This is an optimization exercise on Yosys and OpenROAD, whose aim is small area, a short achievable clock period and few clock cycles per item, not a production implementation.
At most, simulation tests tie the RTL to the original design; equivalence was not proved.
Power figures rest on the tool's default switching activity, not on a simulated workload.

==> inputs of trial 35 <==
==> flow/design.v (excerpt) <==
module pn_eval #(
  parameter int DATA_W = 3,
  parameter int OUT_W = 64,
  parameter int MAX_LEN = 20
) (
  input  logic              clk,
  input  logic              rst,
  input  logic              in_valid,
  input  logic [DATA_W-1:0] in,
  input  logic              operator,
  input  logic              mode,
  output logic              out_valid,
  output logic [OUT_W-1:0]  out,
  output logic              err
);
export LEC_CHECK = 0
export CAP_MARGIN = 20
export CORE_MARGIN = 2
export CORE_UTILIZATION = 60
export GPL_ROUTABILITY_DRIVEN = 0
export SETUP_SLACK_MARGIN = 1.0
export SLEW_MARGIN = 20
create_clock -name core_clock -period 16.0 [get_ports {clk}]
standard.sh (not shown) runs the stock make flow with config.mk's settings and CLKGATE_MAP_FILE= SYNTH_SCRIPT=/design/flow/synth_recipe.tcl, a recipe that flattens the netlist after the stock synthesis.
==> flow/flow/run.sh <==
#!/bin/bash
# The standard ORFS layout (standard.sh: the standard synthesis, floorplan, power grid, CTS
# and routing), with two changes in how it is made: the port buffers are buf_2 cells (the default
# choice is a slow delay buffer), and repair_timing keeps a larger setup margin than the 16 ns
# clock needs, so that it sizes and buffers the design for speed. Each step's full log stays in
# orfs/logs; make's output is in standard_flow.log.
set -euo pipefail
bash standard.sh "BUFFER_PORTS_ARGS=-buffer_cell sky130_fd_sc_hd__buf_2" SETUP_SLACK_MARGIN=11.4 finish > standard_flow.log 2>&1
==> build 58: changes against trial 35 <==
--- a/flow/design.v
+++ b/flow/design.v
@@ -127,11 +127,12 @@
     m = mt_q ? t : r_q;
     z = {{(DW-3){zc_q}}, ct_v_q ^ {3{zc_q}}};
   end
   pn_alu #(.DW(DW)) u_alu (.x(x), .m(m), .bd(bd_q), .zsel(zs_q), .z(z), .zc(zc_q), .res(res));
   pn_booth u_bq (.w(q_d[4:0]), .bd(bq));
-  pn_booth u_bt (.w({v_d[0][3:0], 1'b0}), .bd(bt));
+  logic [3:0] tn_d;    
+  pn_booth u_bt (.w({tn_d, 1'b0}), .bd(bt));
   pn_booth u_br (.w({r_d[3:0], 1'b0}), .bd(br));
   logic a_step, a_tr, a_rv, a_fuse, a_ppush, a_fpush, a_lpush;
   logic [1:0] a_op;
   logic fz, sg, xt_p, mt_p, wt_p;
   logic [5:0] bq, bt, br, bm, bd_p, bpv;
@@ -142,10 +143,16 @@
   assign a_tr = ~mb_q & (pend_q | (ctv_q & mode_q & ct_op_q));
   assign a_rv = ~mb_q & ~pend_q & ctv_q & ~mode_q & ~ct_op_q & pv_q[0] & pl_q[0];
   assign a_fuse = a_rv & pv_q[1] & pl_q[1] & ~po_q[1][1];
   assign a_ppush = ~mb_q & ~pend_q & ctv_q & mode_q & ~ct_op_q;
   assign a_fpush = ~mb_q & ~pend_q & ctv_q & ~mode_q & ct_op_q;
+  function automatic logic mergeable(input logic [1:0] o0, o1, input logic v0, l0, v1, l1);
+    mergeable = v0 & l0 & v1 & l1 & ((~o0[1] & ~o1[1]) |
+                (o0 == pn_eval_pkg::OP_MUL & o1 == pn_eval_pkg::OP_MUL));
+  endfunction
+  logic a_mrg, n_mrg;
+  assign a_mrg = a_fpush & mergeable(po_q[0], po_q[1], pv_q[0], pl_q[0], pv_q[1], pl_q[1]);
   assign a_lpush = ~mb_q & ~pend_q & ctv_q & ~mode_q & ~ct_op_q & ~(pv_q[0] & pl_q[0]);
   assign a_op = (~pend_q & mode_q) ? ct_v_q[1:0] : po_q[0];
   always_comb begin
     logic fr4, fq, swapq, single, mul;
     logic pop_v, push_v, land, land2, idle_next;
@@ -202,11 +209,18 @@
       push_v = rv_q & (mode_q | pv_q[0]);
       r_d = {{(DW-3){1'b0}}, ct_v_q};
       rv_d = 1'b1;
       if (!mode_q) pl_d[0] = 1'b1;
     end
-    if (a_fpush) begin
+    if (a_mrg & (~po_q[1][1] | single)) begin
+      r_d = res;
+      pop_v = 1'b1;
+      po_d[0] = ct_v_q[1:0];
+      pl_d[0] = 1'b0;
+      po_d[1] = po_q[1][1] ? pn_eval_pkg::OP_MUL : {1'b0, po_q[0][0] ^ po_q[1][0]};
+      pl_d[1] = 1'b1;
+    end else if (a_fpush) begin
       for (int i = PD - 1; i > 0; i--) begin
         pl_d[i] = pl_q[i-1];
         po_d[i] = po_q[i-1];
       end
       pl_d[0] = 1'b0;
@@ -263,24 +277,18 @@
     idle_next = ~(ctv_q & ~consume) & ~(rp_q != wp_q) & ~pend_d & ~mb_d;
     fin_a = active_q & ~ov_q & ~ended_q & ~fe & idle_next;   
     fin_b = active_q & ~ov_q & ended_q & ~errF_q & idle_next;
     fin_err = active_q & ~ov_q & ended_q & errF_q;
     if (fin_err) r_d = '0;
-    clr = rst | ov_q;
-    if (clr) begin
-      ctv_d = 1'b0;
-      mb_d = 1'b0;
-      pend_d = 1'b0;
-      po_d = '1;
-      pl_d = '0;
-      rv_d = 1'b0;
-    end
-    t4_d = v_d[0][DW-1:3] == '0 || v_d[0][DW-1:3] == '1;
-    fz = pv_d[1] & pl_d[1] & ~po_d[1][1];    
+    t4_d = push_v ? fr4 : pop_v ? v_q[1][DW-1:3] == '0 || v_q[1][DW-1:3] == '1 :
+                                  t[DW-1:3] == '0 || t[DW-1:3] == '1;
+    tn_d = push_v ? r_q[3:0] : pop_v ? v_q[1][3:0] : t[3:0];
+    fz = po_d[1] != 2'b11 & pl_d[1] & ~po_d[1][1];    
     sg = fz & po_d[1][0];                     
     bm = t4_d ? bt : br;
-    case (pend_d ? po_d[0] : ct_v_d[1:0])
+    n_mrg = ct_op_d & mergeable(po_d[0], po_d[1], po_d[0] != 2'b11, pl_d[0], po_d[1] != 2'b11, pl_d[1]);
+    case (pend_d ? po_d[0] : mode_q ? ct_v_d[1:0] : po_d[1])
       pn_eval_pkg::OP_MUL: {xt_p, mt_p, wt_p, bd_p} = {1'b0, ~t4_d, t4_d, bm};
       pn_eval_pkg::OP_SUB: {xt_p, mt_p, wt_p, bd_p} = {3'b100, BD_SUB};
       default: {xt_p, mt_p, wt_p, bd_p} = {3'b100, BD_ADD};
     endcase
     case ({sg, ct_v_d})
@@ -303,16 +311,25 @@
     endcase
     xr_d = mb_d;
     zs_d = 1'b0;
     zc_d = sg ^ po_d[0][0];
     if (mb_d) {xt_d, mt_d, wt_d, bd_d} = {3'b010, bq};
-    else if (pend_d | mode_q) {xt_d, mt_d, wt_d, bd_d} = {xt_p, mt_p, wt_p, bd_p};
+    else if (pend_d | mode_q | n_mrg) {xt_d, mt_d, wt_d, bd_d} = {xt_p, mt_p, wt_p, bd_p};
     else begin
       zs_d = po_d[0] != pn_eval_pkg::OP_MUL;
       {xt_d, mt_d, wt_d} = {fz, 2'b00};
       bd_d = po_d[0] == pn_eval_pkg::OP_MUL ? bpv : sg ? BD_SUB : BD_ADD;
     end
+    clr = rst | ov_q;
+    if (clr) begin
+      ctv_d = 1'b0;
+      mb_d = 1'b0;
+      pend_d = 1'b0;
+      po_d = '1;
+      pl_d = '0;
+      rv_d = 1'b0;
+    end
   end
   for (genvar j = 0; j < VD; j++) begin : g_v
     localparam int WJ = vw(j);
     logic [WJ-1:0] st_q;
     always_ff @(posedge clk) st_q <= v_d[j][WJ-1:0];
==> flow/run.sh (new file) <==
#!/bin/bash
# synth_recipe.tcl (not shown) runs the flow's synth.tcl, then flattens the netlist and writes it again
# the make line also repeats each setting of config.mk as NAME=value (left out here)
make -C /OpenROAD-flow-scripts/flow DESIGN_CONFIG=/design/flow/config.mk WORK_HOME=/design/flow/orfs CLKGATE_MAP_FILE= SYNTH_SCRIPT=/design/flow/synth_recipe.tcl finish
--- a/flow/config.mk
+++ b/flow/config.mk
@@ -6,8 +6,7 @@
 export NUM_CORES = 8
 export LEC_CHECK = 0
 export CAP_MARGIN = 20
 export CORE_MARGIN = 2
 export CORE_UTILIZATION = 60
-export GPL_ROUTABILITY_DRIVEN = 0
-export SETUP_SLACK_MARGIN = 1.0
+export SETUP_SLACK_MARGIN = 5
 export SLEW_MARGIN = 20
removed: flow/flow/run.sh
removed: flow/standard.sh
==> summary of the runs <==
Build 58 finished with timing, DRC and antenna clean. Trial 35 completed with no timing, DRC or antenna violations. Of trial 35 and build 58, trial 35 has the higher fmax (gap about 40%, measured against build 58). Between trial 35 and build 58, the lower count of clock-buffer cells in the layout is in build 58 (gap 3). Between build 58 and trial 35, the lower power is in trial 35 (gap about 4%, measured against trial 35). Of build 58 and trial 35, trial 35 has the higher via count (gap about 3.7%, measured against trial 35). Routed wire length: build 58 is lower than trial 35 (5.8%). Of build 58 and trial 35, trial 35 has the higher non-clock buffer count (gap 37). Between trial 35 and build 58, the lower register-to-register slack is in build 58 (gap 0.26 ns).
Testbench counts of build 58, summed over its fixed seeds: cycles 4,712, items 384.
For trial 35, only the layout was checked, not whether the RTL still works.

==> static timing again, ports no longer ideal <==
The flow's constraints put no driver on any port. The routed layouts listed below were extracted and timed again, unchanged, in two steps. Step 1 (the two cells are an assumption about what drives the block):
set clk [get_ports {clk}]
set_driving_cell -lib_cell sky130_fd_sc_hd__clkbuf_16 $clk
set_driving_cell -lib_cell sky130_fd_sc_hd__buf_2 [delete_from_list [all_inputs] $clk]
Step 2 times the ports against the registers' clock, not the clock port: input delays grow and output delays shrink by t, the midpoint of the rising clock arrivals with the driver on. Slacks: no drivers / after step 1 / after step 2; pairs: no drivers / after step 1.
run | shift t [ns] | setup WS [ns] | hold WS [ns] | pins driven straight from the clock port
trial 35 | 0.638 | 11.254 / 11.254 / 10.824 | 0.457 / 0.457 / 0.457 | 1
build 58 | 0.573 | 9.385 / 9.412 / 8.838 | 0.460 / 0.460 / 0.460 | 1
After both steps setup and hold are still met in every run listed. For build 58, which loses most, drivers alone change the setup slack by +0.027 ns; drivers and shift together by -0.547 ns.
